Background: an optimization exercise with open tools, aiming at a short achievable clock period and few clock cycles. Do not read the settings as production practice. Only simulation tests tie the RTL to the original design; equivalence was not proved. Power and IR drop assume default switching activity.

// cpuCore
module cpuCore (
    input  logic          clk,
    input  logic          rst_n,
    output isaPkg::word_t imemAddr,
    input  isaPkg::word_t imemInsn,
    output isaPkg::word_t dmemAddr,
    output isaPkg::word_t dmemWData,
    output logic          dmemWen,
    input  isaPkg::word_t dmemRData
);
    localparam int U_ADD = 0;   
    localparam int U_XOR = 1;
    localparam int U_OR  = 2;
    localparam int U_AND = 3;
    localparam int U_SLL = 4;
    localparam int U_SR  = 5;   
    localparam int U_CMP = 6;   
    localparam int NU    = 7;
    isaPkg::word_t pc, pcNext;   
    logic          stall;        
    assign imemAddr = pc;
    always_ff @(posedge clk) begin
        if (!rst_n) begin
            pc     <= '0;
            pcNext <= 4;
        end else if (!stall) begin
            pc     <= pcNext;
            pcNext <= pcNext + 4;
        end
    end
    logic [6:0]      fOpc;
    logic [2:0]      fF3;
    logic            fAlt;
    isaPkg::regIdx_t fRs1, fRs2, fRd;
    logic            fIsImm, fIsReg, fIsAlu, fIsLw, fIsSw;
    logic            fUse1, fUse2, fWr;
    isaPkg::word_t   fImm;
    logic [NU-1:0]   fUnit;
    logic            fSub, fSra, fCmpS;
    assign fOpc   = imemInsn[6:0];
    assign fF3    = imemInsn[14:12];
    assign fAlt   = imemInsn[30];
    assign fRs1   = imemInsn[19:15];
    assign fRs2   = imemInsn[24:20];
    assign fRd    = imemInsn[11:7];
    assign fIsImm = fOpc == isaPkg::opImm;
    assign fIsReg = fOpc == isaPkg::opReg;
    assign fIsAlu = fIsImm || fIsReg;
    assign fIsLw  = fOpc == isaPkg::opLoad  && fF3 == 3'b010;
  ...
Settings: LEC_CHECK=0, CAP_MARGIN=20, CORE_MARGIN=2, CORE_UTILIZATION=50, CTS_CLUSTER_DIAMETER=100, CTS_CLUSTER_SIZE=20, SETUP_SLACK_MARGIN=3.65, SLEW_MARGIN=20; clock period 6.0 ns.
run.sh (not shown) runs the stock make flow with config.mk's settings and CLKGATE_MAP_FILE= SYNTH_SCRIPT=/design/flow/synth_recipe.tcl, a recipe that flattens the netlist after the stock synthesis.
Testbench counts at the start, summed over its fixed seeds: cycles 41,601.
Then changed:
--- a/flow/design.v
+++ b/flow/design.v
@@ -320,31 +320,41 @@
         end else if (mWr) begin
             regs[mRd] <= memVal;
         end
     end
     always_comb begin
         readA = '0;
         readB = '0;
         for (int i = 1; i < 32; i++) begin
             readA = readA | ({32{rSelA[i]}} & regs[i]);
             readB = readB | ({32{rSelB[i]}} & regs[i]);
         end
     end
+    logic wtA, wtB;
+    always_ff @(posedge clk or negedge rst_n) begin
+        if (!rst_n) begin
+            wtA <= 1'b0;
+            wtB <= 1'b0;
+        end else begin
+            wtA <= eWr && eRd == (stall ? rRs1 : fRs1);
+            wtB <= eWr && eRd == (stall ? rRs2 : fRs2);
+        end
+    end
     always_ff @(posedge clk) begin
         if (stall) begin
             if (mWr && mRd == dRs1) rfA <= memVal;
             if (mWr && mRd == dRs2) rfB <= memVal;
         end else begin
-            rfA <= (mWr && mRd == rRs1) ? memVal : readA;
-            rfB <= (mWr && mRd == rRs2) ? memVal : readB;
+            rfA <= wtA ? memVal : readA;
+            rfB <= wtB ? memVal : readB;
         end
     end
     isaPkg::word_t other;
     isaPkg::word_t oldA, oldB, oldOpB;   
     assign oldA   = dSelMA ? memVal : rfA;
     assign oldB   = dSelMB ? memVal : rfB;
     assign oldOpB = dBReg ? oldB : dImm;
     isaPkg::word_t eS;        
     logic          eTakeM;    
     isaPkg::word_t sum;
     always_ff @(posedge clk or negedge rst_n) begin
         if (!rst_n) begin
Effect: The new run finished clean. Synthesized cell count climbs by 2.0%. Final area drops by 0.96%. Utilization drops by 0.63 points. Die area is about the same. Sequential share of layout area climbs by 0.51 points. Setup slack barely changes. Wire length drops by 3.0%.
Testbench counts after the change, summed over its fixed seeds: cycles 41,601.

--- another note on this design; it stands on its own ---

Design cpuCore, start of the top module:
module cpuCore (
    input  logic          clk,
    input  logic          rst_n,
    output isaPkg::word_t imemAddr,
    input  isaPkg::word_t imemInsn,
    output isaPkg::word_t dmemAddr,
    output isaPkg::word_t dmemWData,
    output logic          dmemWen,
    input  isaPkg::word_t dmemRData
);
For scale: ~6200 cells after synthesis, about 1300 flip-flops, ~160 I/O pins.
export LEC_CHECK = 0
export CAP_MARGIN = 20
export CORE_MARGIN = 2
export CORE_UTILIZATION = 40
export SLEW_MARGIN = 20
create_clock -name core_clock -period 6.0 [get_ports {clk}]
run.sh (not shown) runs the stock make flow with config.mk's settings and CLKGATE_MAP_FILE= SYNTH_SCRIPT=/design/flow/synth_recipe.tcl, a recipe that flattens the netlist after the stock synthesis.
Testbench counts at the start, summed over its fixed seeds: cycles 40,789.
Edit:
- ABC_CLOCK_PERIOD_IN_PS: default -> 3000
- SETUP_SLACK_MARGIN: default -> 3
The new run finished with timing, DRC and antenna clean.
Synthesized cell count stays the same.
Power came out higher by 1.4%.
Cell count came out higher by 3.5%.
Wire length came out higher by 4.8%.
First-iteration DRC count came out higher by 10%.
Clock power is about the same.
Final area came out higher by 7.6%.

[what the ideal ports hide]
In the flow no input, the clock included, has a driving cell. The finished layouts below were timed again as built, in two steps.
Step 1: set_driving_cell puts a clkbuf_16 on clk and a buf_2 on each other input, an assumption about the parent block.
Step 2 adds t to the input delays and takes it off the output delays; t is the mean of the earliest and latest rising clock arrival at the registers after step 1. Input paths then give back, and output paths get back, about the clock's delay inside the block.
a / b / c = no drivers / after step 1 / after step 2; a / b = the first two.
run	t (ns)	setup slack, ns	hold WS [ns]	worst setup path after step 2	latest minus earliest clock arrival (ns)
the first run of note 1	0.859	3.510 / 3.418 / 2.773	0.363 / 0.363 / 0.363	input to register	0.044 / 0.044
the second run of note 1	0.859	3.509 / 3.435 / 2.861	0.347 / 0.347 / 0.347	input to register	0.046 / 0.046
the first run of note 2	0.903	0.293 / 0.293 / 0.293	0.349 / 0.349 / 0.349	register to register	0.029 / 0.029
the second run of note 2	0.893	0.888 / 0.888 / 0.888	0.352 / 0.352 / 0.352	register to register	0.041 / 0.042
After both steps setup and hold are still met in every run listed. For the first run of note 1, which loses most, drivers alone change the setup slack by -0.092 ns; drivers and shift together by -0.737 ns.
